This is an optimization exercise on Yosys and OpenROAD, whose aim is small area, not a production implementation. RTL that was checked went through simulation tests only; none was proved equivalent to the original. Power and IR drop assume default switching activity.

==> 06-20: inputs <==
==> flow/design.v <==
package motion_pkg;
    localparam int AXES = 5;
    localparam int MOVE_W = AXES * 64;
    typedef logic signed [31:0] steps_t;
endpackage
module move_fifo #(
    parameter int  DEPTH = 8,
    parameter int  W     = 320,
    localparam int AW    = $clog2(DEPTH)
) (
    input  logic          clk,
    input  logic          reset,
    input  logic          push_i,    
    input  logic [W-1:0]  data_i,
    input  logic          pop_i,     
    input  logic          ld_i,      
    input  logic          flush_i,
    output logic [W-1:0]  data_o,
    output logic [AW:0]   count_o
);
    logic [W-1:0]  mem_q [0:DEPTH-1];
    logic [AW-1:0] wr_ptr_q;
    logic [AW-1:0] rd_ptr_q;
    logic [AW:0]   count_q;
    logic          do_push;
    logic          do_pop;
    assign count_o = count_q;
    assign do_push = push_i && !flush_i;
    assign do_pop  = pop_i && !flush_i;
    always_ff @(posedge clk) begin
        for (int i = 0; i < DEPTH; i++) begin
            if (do_push && (wr_ptr_q == AW'(i))) begin
                mem_q[i] <= data_i;
            end
        end
    end
    always_comb begin
        data_o = '0;
        for (int i = 0; i < DEPTH; i++) begin
            data_o = data_o | (mem_q[i] & {W{ld_i && (rd_ptr_q == AW'(i))}});
        end
    end
    always_ff @(posedge clk) begin
        if (reset || flush_i) begin
            wr_ptr_q <= '0;
            rd_ptr_q <= '0;
            count_q  <= '0;
        end else begin
            if (do_push) begin
                wr_ptr_q <= wr_ptr_q + 1'b1;
            end
            if (do_pop) begin
                rd_ptr_q <= rd_ptr_q + 1'b1;
            end
            if (do_push && !do_pop) begin
                count_q <= count_q + 1'b1;
            end else if (!do_push && do_pop) begin
                count_q <= count_q - 1'b1;
            end
        end
    end
endmodule
module motion_queue_sequencer #(
    parameter int  DEPTH = 8,
    localparam int AW    = $clog2(DEPTH)
) (
    input  logic               clk,
    input  logic               reset,
    input  logic               cmd_valid,
    output logic               cmd_ready,
    input  logic [31:0]        cmd_speed_x,
    input  logic [31:0]        cmd_speed_y,
    input  logic [31:0]        cmd_speed_z,
    input  logic [31:0]        cmd_speed_e0,
    input  logic [31:0]        cmd_speed_e1,
    input  logic signed [31:0] cmd_num_x,
    input  logic signed [31:0] cmd_num_y,
    input  logic signed [31:0] cmd_num_z,
    input  logic signed [31:0] cmd_num_e0,
    input  logic signed [31:0] cmd_num_e1,
    input  logic               abort,
    input  logic               clear_error,
    output logic [31:0]        speed_x_main,
    output logic [31:0]        speed_y_main,
    output logic [31:0]        speed_z_main,
    output logic [31:0]        speed_e0_main,
    output logic [31:0]        speed_e1_main,
    output logic signed [31:0] num_x_m,
    output logic signed [31:0] num_y_m,
    output logic signed [31:0] num_z_m,
    output logic signed [31:0] num_e0_m,
    output logic signed [31:0] num_e1_m,
    output logic               start_driving_main,
    input  logic               finish,
    input  logic               error,
    input  logic [31:0]        num_x_now,
    input  logic [31:0]        num_y_now,
    input  logic [31:0]        num_z_now,
    input  logic [31:0]        num_e0_now,
    input  logic [31:0]        num_e1_now,
    output logic signed [31:0] pos_x,
    output logic signed [31:0] pos_y,
    output logic signed [31:0] pos_z,
    output logic signed [31:0] pos_e0,
    output logic signed [31:0] pos_e1,
    input  logic               pos_load,
    input  logic signed [31:0] pos_load_x,
    input  logic signed [31:0] pos_load_y,
    input  logic signed [31:0] pos_load_z,
    input  logic signed [31:0] pos_load_e0,
    input  logic signed [31:0] pos_load_e1,
    output logic               busy,
    output logic               halted,
    output logic [AW:0]        count,
    output logic [31:0]        moves_done
);
    localparam int W = motion_pkg::MOVE_W;
    localparam logic [2:0] ST_IDLE    = 3'd0;
    localparam logic [2:0] ST_LOAD    = 3'd1;
    localparam logic [2:0] ST_RUN     = 3'd2;
    localparam logic [2:0] ST_RELEASE = 3'd3;
    localparam logic [2:0] ST_HALT    = 3'd4;
    logic [2:0]   state_q;
    logic [2:0]   state_d;
    logic         s_idle, s_load, s_run, s_rel, s_halt;
    logic [W-1:0] cmd_in;
    logic [W-1:0] head_ld;
    logic [W-1:0] move_q;
    logic [31:0]  moves_done_q;
    logic         abort_act;
    logic         go_halt;
    logic         fifo_flush;
    logic         fifo_push;
    logic         ld;
    logic         interrupt;
    assign s_idle = (state_q == ST_IDLE);
    assign s_load = (state_q == ST_LOAD);
    assign s_run  = (state_q == ST_RUN);
    assign s_rel  = (state_q == ST_RELEASE);
    assign s_halt = (state_q == ST_HALT);
    assign cmd_in = {cmd_num_e1, cmd_num_e0, cmd_num_z, cmd_num_y, cmd_num_x,
                     cmd_speed_e1, cmd_speed_e0, cmd_speed_z, cmd_speed_y, cmd_speed_x};
    assign abort_act  = abort && !s_halt;
    assign go_halt    = (s_run && finish && error && !abort) || (s_halt && !clear_error);
    assign fifo_flush = abort_act || go_halt;
    assign cmd_ready  = !count[3] && !s_halt;
    assign fifo_push  = cmd_valid && cmd_ready && !abort_act;
    assign ld         = s_load && !abort_act;
    assign interrupt  = s_run && (abort || (finish && error));
    move_fifo #(.DEPTH(DEPTH), .W(W)) u_fifo (
        .clk     (clk),
        .reset   (reset),
        .push_i  (fifo_push),
        .data_i  (cmd_in),
        .pop_i   (s_load),
        .ld_i    (ld),
        .flush_i (fifo_flush),
        .data_o  (head_ld),
        .count_o (count)
    );
    always_comb begin
        state_d = state_q;
        case (state_q)
            ST_IDLE:    if (count != '0) state_d = ST_LOAD;
            ST_LOAD:    state_d = ST_RUN;
            ST_RUN:     if (finish) state_d = error ? ST_HALT : ST_RELEASE;
            ST_RELEASE: state_d = ST_IDLE;
            ST_HALT:    if (clear_error) state_d = ST_IDLE;
            default:    state_d = ST_IDLE;
        endcase
        if (abort_act) begin
            state_d = ST_IDLE;
        end
    end
    always_ff @(posedge clk) begin
        if (reset) begin
            state_q <= ST_IDLE;
        end else begin
            state_q <= state_d;
        end
    end
    assign start_driving_main = s_run;
    assign halted             = s_halt;
    assign busy               = !s_idle || (count != '0);
    always_ff @(posedge clk) begin
        move_q <= head_ld | (move_q & {W{!ld}});
    end
    always_ff @(posedge clk) begin
        if (reset) begin
            moves_done_q <= '0;
        end else if (s_run && finish && !error && !abort) begin
            moves_done_q <= moves_done_q + 1'b1;
        end
    end
    assign moves_done    = moves_done_q;
    assign speed_x_main  = move_q[0*32 +: 32];
    assign speed_y_main  = move_q[1*32 +: 32];
    assign speed_z_main  = move_q[2*32 +: 32];
    assign speed_e0_main = move_q[3*32 +: 32];
    assign speed_e1_main = move_q[4*32 +: 32];
    assign num_x_m       = move_q[5*32 +: 32];
    assign num_y_m       = move_q[6*32 +: 32];
    assign num_z_m       = move_q[7*32 +: 32];
    assign num_e0_m      = move_q[8*32 +: 32];
    assign num_e1_m      = move_q[9*32 +: 32];
    logic [4:0][31:0] pos_q;
    logic [4:0][31:0] pos_load_vec;
    logic [4:0][31:0] now_vec;
    logic [4:0][31:0] num_vec;
    logic             p_load;
    logic             p_rel;
    logic             p_int;
    assign pos_load_vec = {pos_load_e1, pos_load_e0, pos_load_z, pos_load_y, pos_load_x};
    assign now_vec      = {num_e1_now, num_e0_now, num_z_now, num_y_now, num_x_now};
    assign num_vec      = move_q[W-1:W/2];
    assign p_load = !reset && pos_load && (s_idle || s_halt);
    assign p_rel  = !reset && s_rel;
    assign p_int  = !reset && interrupt;
    for (genvar a = 0; a < 5; a++) begin : g_pos
        logic        neg;
        logic [31:0] opa;
        logic [31:0] opb;
        logic [31:0] sum;
        assign neg = p_int && num_vec[a][31];
        assign opa = pos_q[a] & {32{!(reset || p_load)}};
        assign opb = ({32{p_rel}}  & num_vec[a])
                   | ({32{p_int}}  & (now_vec[a] ^ {32{neg}}))
                   | ({32{p_load}} & pos_load_vec[a]);
        logic [31:0] p, g;
        logic [32:0] cy;
        assign p     = opa ^ opb;
        assign g     = opa & opb;
        assign cy[0] = neg;
        for (genvar i = 0; i < 32; i += 2) begin : g_pair
            assign cy[i+1] = g[i] | (p[i] & cy[i]);
            assign cy[i+2] = g[i+1] | (p[i+1] & g[i]) | (p[i+1] & p[i] & cy[i]);
        end
        assign sum = p ^ cy[31:0];
        always_ff @(posedge clk) begin
            pos_q[a] <= sum;
        end
    end
    assign pos_x  = pos_q[0];
    assign pos_y  = pos_q[1];
    assign pos_z  = pos_q[2];
    assign pos_e0 = pos_q[3];
    assign pos_e1 = pos_q[4];
endmodule
==> flow/flow/run.sh <==
#!/bin/bash
# Own layout flow: the standard ORFS flow (standard.sh), with
#  - the port buffers made with the smallest buffer (buf_1) instead of
#    buffer_ports' default choice,
#  - clock tree synthesis without dummy loads, with smaller leaf buffers.
# Every tool's output stays in orfs/logs/; make's own output goes to make_finish.log.
set -euo pipefail
export BUFFER_PORTS_ARGS="-buffer_cell sky130_fd_sc_hd__buf_1"
export CTS_ARGS="-sink_clustering_enable -repair_clock_nets -dont_use_dummy_load -root_buf sky130_fd_sc_hd__clkbuf_16 -buf_list sky130_fd_sc_hd__clkbuf_8 -sink_clustering_size 18 -sink_clustering_max_diameter 50"
bash standard.sh "BUFFER_PORTS_ARGS=$BUFFER_PORTS_ARGS" "CTS_ARGS=$CTS_ARGS" finish > make_finish.log 2>&1
==> flow/standard.sh <==
#!/bin/bash
# synth_recipe.tcl (not shown) runs the flow's synth.tcl, then flattens the netlist and writes it again
# the make line also repeats each setting of config.mk as NAME=value (left out here)
make -C /OpenROAD-flow-scripts/flow DESIGN_CONFIG=/design/flow/config.mk WORK_HOME=/design/flow/orfs CLKGATE_MAP_FILE= SYNTH_SCRIPT=/design/flow/synth_recipe.tcl "${@:-finish}"
==> flow/config.mk <==
export PLATFORM = sky130hd
export DESIGN_NAME = motion_queue_sequencer
export DESIGN_NICKNAME = motion_queue_sequencer
export VERILOG_FILES = /design/flow/design.v
export SDC_FILE = /design/flow/constraint.sdc
export NUM_CORES = 4
export LEC_CHECK = 0
export CAP_MARGIN = 10
export CORE_MARGIN = 2
export CORE_UTILIZATION = 60
export GPL_TIMING_DRIVEN = 0
export PLACE_DENSITY = 0.68
export SLEW_MARGIN = 10
==> flow/constraint.sdc <==
create_clock -name core_clock -period 8.0 [get_ports {clk}]
set_input_delay 1.6000 -clock core_clock [delete_from_list [all_inputs] [get_ports {clk}]]
set_output_delay 1.6000 -clock core_clock [all_outputs]
set_load 0.01 [all_outputs]
==> inputs of 05-26, as changes to 06-20 <==
--- a/flow/design.v
+++ b/flow/design.v
@@ -207,37 +207,24 @@
     logic [4:0][31:0] pos_load_vec;
     logic [4:0][31:0] now_vec;
     logic [4:0][31:0] num_vec;
-    logic             p_load;
-    logic             p_rel;
-    logic             p_int;
     assign pos_load_vec = {pos_load_e1, pos_load_e0, pos_load_z, pos_load_y, pos_load_x};
     assign now_vec      = {num_e1_now, num_e0_now, num_z_now, num_y_now, num_x_now};
     assign num_vec      = move_q[W-1:W/2];
-    assign p_load = !reset && pos_load && (s_idle || s_halt);
-    assign p_rel  = !reset && s_rel;
-    assign p_int  = !reset && interrupt;
     for (genvar a = 0; a < 5; a++) begin : g_pos
         logic        neg;
-        logic [31:0] opa;
-        logic [31:0] opb;
+        logic [31:0] opnd;
         logic [31:0] sum;
-        assign neg = p_int && num_vec[a][31];
-        assign opa = pos_q[a] & {32{!(reset || p_load)}};
-        assign opb = ({32{p_rel}}  & num_vec[a])
-                   | ({32{p_int}}  & (now_vec[a] ^ {32{neg}}))
-                   | ({32{p_load}} & pos_load_vec[a]);
-        logic [31:0] p, g;
-        logic [32:0] cy;
-        assign p     = opa ^ opb;
-        assign g     = opa & opb;
-        assign cy[0] = neg;
-        for (genvar i = 0; i < 32; i += 2) begin : g_pair
-            assign cy[i+1] = g[i] | (p[i] & cy[i]);
-            assign cy[i+2] = g[i+1] | (p[i+1] & g[i]) | (p[i+1] & p[i] & cy[i]);
-        end
-        assign sum = p ^ cy[31:0];
+        assign neg  = num_vec[a][31] && !s_rel;
+        assign opnd = s_rel ? num_vec[a] : (now_vec[a] ^ {32{neg}});
+        assign sum  = pos_q[a] + opnd + {31'd0, neg};
         always_ff @(posedge clk) begin
-            pos_q[a] <= sum;
+            if (reset) begin
+                pos_q[a] <= '0;
+            end else if (pos_load && (s_idle || s_halt)) begin
+                pos_q[a] <= pos_load_vec[a];
+            end else if (s_rel || interrupt) begin
+                pos_q[a] <= sum;
+            end
         end
     end
     assign pos_x  = pos_q[0];
==> flow/flow/run.sh (replaced) <==
#!/bin/bash
# Own layout flow: the standard ORFS flow, with
#  - the port buffers made with the smallest buffer (buf_1) instead of
#    buffer_ports' default choice,
#  - clock tree synthesis without dummy loads.
# Every tool's output stays in orfs/logs; make's own output goes to make_finish.log.
set -euo pipefail
export BUFFER_PORTS_ARGS="-buffer_cell sky130_fd_sc_hd__buf_1"
export CTS_ARGS="-sink_clustering_enable -repair_clock_nets -dont_use_dummy_load"
bash standard.sh "BUFFER_PORTS_ARGS=$BUFFER_PORTS_ARGS" "CTS_ARGS=$CTS_ARGS" finish > make_finish.log 2>&1
CAP_MARGIN = 20   (was 10)
CORE_UTILIZATION = 40   (was 60)
GPL_TIMING_DRIVEN = default   (was 0)
PLACE_DENSITY = default   (was 0.68)
SLEW_MARGIN = 20   (was 10)
==> notes <==
- In 06-20 the first-iteration DRC count is larger than in 05-26, by about 16%.
- In 05-26 the sequential share of layout area is lower than in 06-20, by 3.6 points.
- 05-26 went through all stages and came out clean. 06-20 finished but fails on capacitance limit, slew limit, setup timing.
- Of 06-20 and 05-26, 05-26 has the higher maximum frequency (gap 33%, measured against 05-26).
- Critical path depth: 06-20 is higher than 05-26 (2).
- Of 05-26 and 06-20, 05-26 has the higher synthesized cell count (gap about 9%, measured against 06-20).
- Between 05-26 and 06-20, the lower register-to-register slack is in 06-20 (gap 2.1 ns).
==> figures <==
Status: 06-20 failed layout checks; 05-26 no timing/DRC/antenna violations
Reasons for failing layout checks: 06-20 capacitance limit, slew limit, setup timing; 05-26 -
Fraction of power spent switching nets: 06-20 28.92%; 05-26 29.67%
Overall power of the completed layout: 06-20 31.77 mW; 05-26 40.55 mW
Crit path buffers/inverters: 06-20 4; 05-26 2
Met1 capacity usage during global routing: 06-20 49.77%; 05-26 34.54%
Antenna violations before repair: 06-20 146; 05-26 140
End point of the critical path: 06-20 pos_q[31]; 05-26 pos_q[122]
Internal reg-to-reg setup slack: 06-20 0.35 ns; 05-26 2.47 ns
Worst r2r dst: 06-20 pos_q[31]; 05-26 pos_q[122]
Post-route worst hold slack: 06-20 0.4426 ns; 05-26 0.4125 ns
Standard cell area after detailed placement: 06-20 0.1247 mm2; 05-26 0.1270 mm2
Post-Synthesis Net Count: 06-20 8084; 05-26 8648
Setup TNS: 06-20 -0.3877 ns; 05-26 0 ns
Max incr delay on CP: 06-20 1.04 ns; 05-26 0.57 ns
For 05-26, only the layout was checked, not whether the RTL still works.

what the ideal ports hide:
The flow's constraints put no driver on any port. The routed layouts listed below were extracted and timed again, unchanged, in two steps.
Step 1 (the two cells are an assumption about what drives the block):
set clk [get_ports {clk}]
set_driving_cell -lib_cell sky130_fd_sc_hd__clkbuf_16 $clk
set_driving_cell -lib_cell sky130_fd_sc_hd__buf_2 [delete_from_list [all_inputs] $clk]
Step 2, shift: input delay + t, output delay - t, t = (earliest + latest rising clock arrival at the registers) / 2. This alone moves slack from input paths to output paths.
a / b / c = no drivers / after step 1 / after step 2; a / b = the first two.
run | shift t [ns] | setup slack, ns | worst setup path after step 2
06-20 | 0.938 | -0.207 / -0.167 / -1.105 | input to register
05-26 | 0.972 | 2.473 / 2.473 / 2.201 | input to register
The setup slack of 06-20, which loses most, moves by +0.040 ns with the drivers and by -0.898 ns with both steps.
